This is an optimization exercise on Yosys and OpenROAD, whose aim is small area and a short achievable clock period, not a production implementation. Only simulation tests tie the RTL to the original design; equivalence was not proved.

==> v19: inputs <==
// fetch
module fetch
#(
  parameter int          IMEM_DEPTH = fetch_pkg::IMEM_DEPTH_DEFAULT,
  parameter logic [31:0] PC_RESET   = 32'h0
) (
  input  logic        clk,
  input  logic        rst,
  input  logic        stall,
  input  logic        ex_mem_pc_src,
  input  logic [31:0] ex_mem_npc,
  input  logic        imem_we,
  input  logic [31:0] imem_waddr,
  input  logic [31:0] imem_wdata,
  output logic [31:0] if_id_instr,
  output logic [31:0] if_id_npc,
  output logic [31:0] pc
);
make LEC_CHECK=0 CAP_MARGIN=20 CORE_MARGIN=2 CORE_UTILIZATION=40 CTS_BUF_LIST=sky130_fd_sc_hd__clkbuf_16 CTS_CLUSTER_DIAMETER=100 CTS_CLUSTER_SIZE=30 SETUP_SLACK_MARGIN=1.5 SLEW_MARGIN=20 finish   # period 4.2 ns
run.sh (not shown) runs the stock make flow with config.mk's settings and CLKGATE_MAP_FILE= SYNTH_SCRIPT=/design/flow/synth_recipe.tcl, a recipe that flattens the netlist after the stock synthesis.
==> inputs of v14, as changes to v19 <==
Settings changed: CORE_UTILIZATION 40 to 30, CTS_BUF_LIST sky130_fd_sc_hd__clkbuf_16 to unset, CTS_CLUSTER_DIAMETER 100 to unset, CTS_CLUSTER_SIZE 30 to unset, SETUP_SLACK_MARGIN 1.5 to unset.
==> run notes <==
Clock skew: v19 is higher than v14 (31 ps).
Against v14, the global-route usage of v19 is higher by 6.0 points.
Of v14 and v19, v19 has the higher core utilization (gap 11 points).
Between v19 and v14, the lower register-to-register slack is in v14 (gap 610 ps).
v14 finished with timing, DRC and antenna clean. v19 produced a clean layout.

* * *

==> delta: inputs <==
fetch, a different RTL version from the one above (not shown whole).
// fetch
module fetch
#(
  parameter int          IMEM_DEPTH = fetch_pkg::IMEM_DEPTH_DEFAULT,
  parameter logic [31:0] PC_RESET   = 32'h0
) (
  input  logic        clk,
  input  logic        rst,
  input  logic        stall,
  input  logic        ex_mem_pc_src,
  input  logic [31:0] ex_mem_npc,
  input  logic        imem_we,
  input  logic [31:0] imem_waddr,
  input  logic [31:0] imem_wdata,
  output logic [31:0] if_id_instr,
  output logic [31:0] if_id_npc,
  output logic [31:0] pc
);
  localparam int AW = $clog2(IMEM_DEPTH);
  fetch_pkg::word_t imem_rdata;
  fetch_pkg::word_t pc_plus1;
  logic [IMEM_DEPTH-1:0] pc_sel;
  logic [IMEM_DEPTH-1:0] npc_sel;
  assign pc_plus1 = pc + 32'd1;
  always_comb begin
    npc_sel = '0;
    npc_sel[ex_mem_npc[AW-1:0]] = 1'b1;
  end
  instr_mem #(
    .DEPTH (IMEM_DEPTH)
  ) u_instr_mem (
    .clk   (clk),
    .we    (imem_we),
    .waddr (imem_waddr),
    .wdata (imem_wdata),
  ...
==> module instr_mem, before the edit <==
module instr_mem
#(
  parameter int DEPTH = fetch_pkg::IMEM_DEPTH_DEFAULT
) (
  input  logic  clk,
  input  logic  we,
  input  fetch_pkg::word_t waddr,
  input  fetch_pkg::word_t wdata,
  input  logic [DEPTH-1:0] rsel,
  output fetch_pkg::word_t rdata
);
  localparam int AW = $clog2(DEPTH);
  fetch_pkg::word_t mem [DEPTH];
  logic unused_addr_hi;
  assign unused_addr_hi = ^waddr[fetch_pkg::WORD_W-1:AW];
  always_ff @(posedge clk) begin
    if (we) begin
      mem[waddr[AW-1:0]] <= wdata;
    end
  end
  always_comb begin
    rdata = '0;
    for (int i = 0; i < DEPTH; i++) begin
      rdata = rdata | (mem[i] & {fetch_pkg::WORD_W{rsel[i]}});
    end
  end
endmodule
==> module fetch, before the edit <==
module fetch
#(
  parameter int          IMEM_DEPTH = fetch_pkg::IMEM_DEPTH_DEFAULT,
  parameter logic [31:0] PC_RESET   = 32'h0
) (
  input  logic        clk,
  input  logic        rst,
  input  logic        stall,
  input  logic        ex_mem_pc_src,
  input  logic [31:0] ex_mem_npc,
  input  logic        imem_we,
  input  logic [31:0] imem_waddr,
  input  logic [31:0] imem_wdata,
  output logic [31:0] if_id_instr,
  output logic [31:0] if_id_npc,
  output logic [31:0] pc
);
  localparam int AW = $clog2(IMEM_DEPTH);
  fetch_pkg::word_t imem_rdata;
  fetch_pkg::word_t pc_plus1;
  logic [IMEM_DEPTH-1:0] pc_sel;
  logic [IMEM_DEPTH-1:0] npc_sel;
  assign pc_plus1 = pc + 32'd1;
  always_comb begin
    npc_sel = '0;
    npc_sel[ex_mem_npc[AW-1:0]] = 1'b1;
  end
  instr_mem #(
    .DEPTH (IMEM_DEPTH)
  ) u_instr_mem (
    .clk   (clk),
    .we    (imem_we),
    .waddr (imem_waddr),
    .wdata (imem_wdata),
    .rsel  (pc_sel),
    .rdata (imem_rdata)
  );
  always_ff @(posedge clk or negedge rst) begin
    if (!rst) begin
      pc          <= PC_RESET;
      pc_sel      <= IMEM_DEPTH'(1) << PC_RESET[AW-1:0];
      if_id_instr <= fetch_pkg::NOP;
      if_id_npc   <= 32'h0;
    end else if (ex_mem_pc_src) begin
      pc          <= ex_mem_npc;
      pc_sel      <= npc_sel;
      if_id_instr <= fetch_pkg::NOP;
      if_id_npc   <= 32'h0;
    end else if (!stall) begin
      pc          <= pc_plus1;
      pc_sel      <= {pc_sel[IMEM_DEPTH-2:0], pc_sel[IMEM_DEPTH-1]};
      if_id_instr <= imem_rdata;
      if_id_npc   <= pc_plus1;
    end
  end
endmodule
==> flow/config.mk <==
export PLATFORM = sky130hd
export DESIGN_NAME = fetch
export DESIGN_NICKNAME = fetch
export VERILOG_FILES = /design/flow/design.v
export SDC_FILE = /design/flow/constraint.sdc
export NUM_CORES = 4
export LEC_CHECK = 0
export CAP_MARGIN = 20
export CORE_MARGIN = 2
export CORE_UTILIZATION = 50
export CTS_BUF_LIST = sky130_fd_sc_hd__clkbuf_16
export CTS_CLUSTER_DIAMETER = 100
export CTS_CLUSTER_SIZE = 30
export SETUP_SLACK_MARGIN = 1.9
export SLEW_MARGIN = 20
==> flow/constraint.sdc <==
create_clock -name core_clock -period 4.2 [get_ports {clk}]
set_input_delay 0.8400 -clock core_clock [delete_from_list [all_inputs] [get_ports {clk}]]
set_output_delay 0.8400 -clock core_clock [all_outputs]
set_load 0.01 [all_outputs]
standard.sh (not shown) runs the stock make flow with config.mk's settings and CLKGATE_MAP_FILE= SYNTH_SCRIPT=/design/flow/synth_recipe.tcl, a recipe that flattens the netlist after the stock synthesis.
==> flow/flow/run.sh <==
#!/bin/bash
# Standard ORFS flow with one extra step: after the floorplan, the memory's
# flip-flops are pre-placed in one block per data bit (flow/place_mem.tcl).
set -euo pipefail
export MEM_NBX=8
export MEM_NBY=4
bash standard.sh floorplan > flow_1_floorplan.log 2>&1
openroad -no_init -exit flow/place_mem_run.tcl > flow_2_place_mem.log 2>&1
bash standard.sh finish > flow_3_finish.log 2>&1
==> flow/flow/place_mem.tcl <==
# Pre-place the instruction memory's flip-flops in a regular grid before
# global placement: the array is split into one block per data bit, so each
# bit's 128 words (and the read tree that reduces them) sit together, and the
# word selects and write enables are the only nets that cross the die.
# Flops go one per gap between the well taps of a row, on rows spread evenly
# through each block; they are then marked FIRM so placement keeps them.
set block [ord::get_db_block]
set core [$block getCoreArea]
set cx0 [$core xMin]; set cy0 [$core yMin]; set cx1 [$core xMax]; set cy1 [$core yMax]
set nbx $::env(MEM_NBX)
set nby $::env(MEM_NBY)
set nbits 32
set depth 128

# Free site intervals of each row between its fixed cells (the taps).
set rows [lsort -command {apply {{a b} {expr {[lindex [$a getOrigin] 1] - [lindex [$b getOrigin] 1]}}}} [$block getRows]]
set taps {}
foreach inst [$block getInsts] {
  if {[$inst isFixed]} { lappend taps $inst }
}
array set rowtaps {}
foreach t $taps {
  set y [lindex [$t getLocation] 1]
  lappend rowtaps($y) [list [lindex [$t getLocation] 0] [expr {[lindex [$t getLocation] 0] + [[$t getMaster] getWidth]}]]
}

# Collect the flops by word and bit.
array set ff {}
set fw 0
foreach inst [$block getInsts] {
  if {[regexp {mem\\\[(\d+)\\\]\\\[(\d+)\\\]} [$inst getName] -> w b]} {
    set ff($w,$b) $inst
    set fw [[$inst getMaster] getWidth]
  }
}
if {[array size ff] != $nbits * $depth} { error "found [array size ff] memory flops" }

set site [[lindex $rows 0] getSite]
set sw [$site getWidth]
set rh [$site getHeight]
set bw [expr {($cx1 - $cx0) / $nbx}]
set bh [expr {($cy1 - $cy0) / $nby}]

for {set b 0} {$b < $nbits} {incr b} {
  set bx [expr {$b % $nbx}]
  set by [expr {$b / $nbx}]
  if {$by % 2} { set bx [expr {$nbx - 1 - $bx}] }
  set x0 [expr {$cx0 + $bx * $bw}]; set x1 [expr {$x0 + $bw}]
  set y0 [expr {$cy0 + $by * $bh}]; set y1 [expr {$y0 + $bh}]
  # Slots in every row of the block.
  set brows {}
  foreach r $rows {
    set ry [lindex [$r getOrigin] 1]
    if {$ry < $y0 || $ry + $rh > $y1} continue
    set rx0 [lindex [$r getOrigin] 0]
    set rx1 [expr {$rx0 + [$r getSiteCount] * $sw}]
    set occ [lsort -integer -index 0 [expr {[info exists rowtaps($ry)] ? $rowtaps($ry) : {}}]]
    set slots {}
    set cur [expr {max($rx0, $x0)}]
    # snap to site grid
    set cur [expr {$rx0 + (($cur - $rx0 + $sw - 1) / $sw) * $sw}]
    set lim [expr {min($rx1, $x1)}]
    foreach o [concat $occ [list [list $lim $lim]]] {
      set ox0 [lindex $o 0]; set ox1 [lindex $o 1]
      if {$ox1 <= $cur} continue
      set end [expr {min($ox0, $lim)}]
      while {$cur + $fw <= $end} {
        lappend slots [list $cur $ry [$r getOrient]]
        set cur [expr {$cur + $fw}]
      }
      if {$ox0 >= $lim} break
      set cur [expr {max($cur, $ox1)}]
      set cur [expr {$rx0 + (($cur - $rx0 + $sw - 1) / $sw) * $sw}]
    }
    if {[llength $slots]} { lappend brows $slots }
  }
  # Use as few rows as hold the bit's words, spread evenly over the block.
  set nr [llength $brows]
  set per [llength [lindex $brows 0]]
  set need [expr {($depth + $per - 1) / $per}]
  set order {}
  for {set k 0} {$k < $need && $k < $nr} {incr k} {
    lappend order [expr {int(($k + 0.5) * $nr / double($need))}]
  }
  for {set k 0} {$k < $nr} {incr k} {
    if {[lsearch $order $k] < 0} { lappend order $k }
  }
  set use {}
  set got 0
  foreach idx $order {
    if {$got >= $depth} break
    lappend use $idx
    incr got [llength [lindex $brows $idx]]
  }
  if {$got < $depth} { error "bit $b: block too small ($got slots)" }
  set all {}
  foreach idx [lsort -integer $use] { set all [concat $all [lindex $brows $idx]] }
  for {set w 0} {$w < $depth} {incr w} {
    set s [lindex $all $w]
    set inst $ff($w,$b)
    $inst setOrient [lindex $s 2]
    $inst setLocation [lindex $s 0] [lindex $s 1]
    $inst setPlacementStatus FIRM
  }
}
puts "place_mem: placed [array size ff] memory flops in $nbx x $nby blocks"
==> flow/flow/place_mem_run.tcl <==
set odb [file join [pwd] orfs results sky130hd bench base 2_floorplan.odb]
read_db $odb
source [file join [pwd] flow place_mem.tcl]
write_db $odb
==> harbor (differences from delta) <==
==> flow/design.v (replaced) <==
package fetch_pkg;
  localparam int WORD_W             = 32;
  localparam int IMEM_DEPTH_DEFAULT = 128;
  typedef logic [WORD_W-1:0] word_t;
  localparam word_t NOP = 32'h0000_0000;
endpackage
module instr_mem
#(
  parameter int DEPTH = fetch_pkg::IMEM_DEPTH_DEFAULT
) (
  input  logic  clk,
  input  logic  we,
  input  fetch_pkg::word_t waddr,
  input  fetch_pkg::word_t wdata,
  input  fetch_pkg::word_t raddr,
  output fetch_pkg::word_t rdata
);
  localparam int AW = $clog2(DEPTH);
  fetch_pkg::word_t mem [DEPTH];
  logic unused_addr_hi;
  assign unused_addr_hi = ^{waddr[fetch_pkg::WORD_W-1:AW], raddr[fetch_pkg::WORD_W-1:AW]};
  always_ff @(posedge clk) begin
    if (we) begin
      mem[waddr[AW-1:0]] <= wdata;
    end
  end
  assign rdata = mem[raddr[AW-1:0]];
endmodule
module fetch
#(
  parameter int          IMEM_DEPTH = fetch_pkg::IMEM_DEPTH_DEFAULT,
  parameter logic [31:0] PC_RESET   = 32'h0
) (
  input  logic        clk,
  input  logic        rst,
  input  logic        stall,
  input  logic        ex_mem_pc_src,
  input  logic [31:0] ex_mem_npc,
  input  logic        imem_we,
  input  logic [31:0] imem_waddr,
  input  logic [31:0] imem_wdata,
  output logic [31:0] if_id_instr,
  output logic [31:0] if_id_npc,
  output logic [31:0] pc
);
  fetch_pkg::word_t imem_rdata;
  fetch_pkg::word_t pc_plus1;
  assign pc_plus1 = pc + 32'd1;
  instr_mem #(
    .DEPTH (IMEM_DEPTH)
  ) u_instr_mem (
    .clk   (clk),
    .we    (imem_we),
    .waddr (imem_waddr),
    .wdata (imem_wdata),
    .raddr (pc),
    .rdata (imem_rdata)
  );
  always_ff @(posedge clk or negedge rst) begin
    if (!rst) begin
      pc          <= PC_RESET;
      if_id_instr <= fetch_pkg::NOP;
      if_id_npc   <= 32'h0;
    end else if (ex_mem_pc_src) begin
      pc          <= ex_mem_npc;
      if_id_instr <= fetch_pkg::NOP;
      if_id_npc   <= 32'h0;
    end else if (!stall) begin
      pc          <= pc_plus1;
      if_id_instr <= imem_rdata;
      if_id_npc   <= pc_plus1;
    end
  end
endmodule
==> flow/run.sh (new file) <==
#!/bin/bash
# synth_recipe.tcl (not shown) runs the flow's synth.tcl, then flattens the netlist and writes it again
# the make line also repeats each setting of config.mk as NAME=value (left out here)
make -C /OpenROAD-flow-scripts/flow DESIGN_CONFIG=/design/flow/config.mk WORK_HOME=/design/flow/orfs CLKGATE_MAP_FILE= SYNTH_SCRIPT=/design/flow/synth_recipe.tcl finish
--- a/flow/config.mk
+++ b/flow/config.mk
@@ -7,9 +7,9 @@
 export LEC_CHECK = 0
 export CAP_MARGIN = 20
 export CORE_MARGIN = 2
-export CORE_UTILIZATION = 50
+export CORE_UTILIZATION = 33
 export CTS_BUF_LIST = sky130_fd_sc_hd__clkbuf_16
 export CTS_CLUSTER_DIAMETER = 100
-export CTS_CLUSTER_SIZE = 30
-export SETUP_SLACK_MARGIN = 1.9
+export CTS_CLUSTER_SIZE = 25
+export SETUP_SLACK_MARGIN = 1.5
 export SLEW_MARGIN = 20
removed: flow/flow/run.sh
removed: flow/flow/place_mem.tcl
removed: flow/flow/place_mem_run.tcl
removed: flow/standard.sh
==> run notes <==
delta aborted during global routing on GRT-0232. harbor completed with no timing, DRC or antenna violations.
In harbor the synthesized area is larger than in delta, by 3.3%.
In harbor the synthesized cell count is lower than in delta, by about 12%.
==> figures <==
Run status: harbor no timing/DRC/antenna violations; delta stopped before the end
Stage where the flow stopped: harbor -; delta global routing
Part of the Yosys area used for sequential elements: harbor 77.79%; delta 82.40%
Number of cells in the design after placement: harbor 14.15k; delta 12.65k
Synthesized-area fraction occupied by adder cells: harbor 0.007762%; delta 0.03207%
Synthesized netlist net count: harbor 7453; delta 8440
Cell area after synthesis: harbor 161200 µm²; delta 156100 µm²
Vertical die dimension: harbor 702.9 µm; delta 562.7 µm
Number of CTS-inserted buffers: harbor 192; delta 168
Mux cell area share after synthesis: harbor 14.97%; delta 0.4706%
Post-Synthesis Mean Instance Area: harbor 21.93 µm²; delta 18.73 µm²

[afterwards: timing with drivers on the ports]
The results above use ideal ports. As a check the final layouts listed here were re-extracted and re-timed, cells and wires unchanged.
Step 1, drivers: a clkbuf_16 drives clk and a buf_2 each remaining input, both assumed.
Step 2 also shifts input and output timing later by t, the mid clock arrival at the registers, as if the neighbouring blocks saw the same clock.
a / b / c = no drivers / after step 1 / after step 2; a / b = the first two.
run | t (ns) | slack for setup (ns) | hold WS [ns] | worst register clock-pin slew, ns | cell pins on the clock port's net
v19 | 1.016 | 0.868 / 0.868 / 0.440 | 0.218 / 0.133 / 0.499 | 0.12 / 0.12 | 1
v14 | 1.083 | 0.192 / 0.071 / 0.166 | 0.290 / 0.194 / 0.495 | 0.07 / 0.07 | 1
harbor | 1.054 | 0.875 / 0.875 / 0.342 | 0.145 / 0.064 / 0.494 | 0.11 / 0.11 | 1
After both steps every run listed still meets setup and hold. For harbor, which loses most, drivers alone change the setup slack by 0.000 ns; drivers and shift together by -0.533 ns.
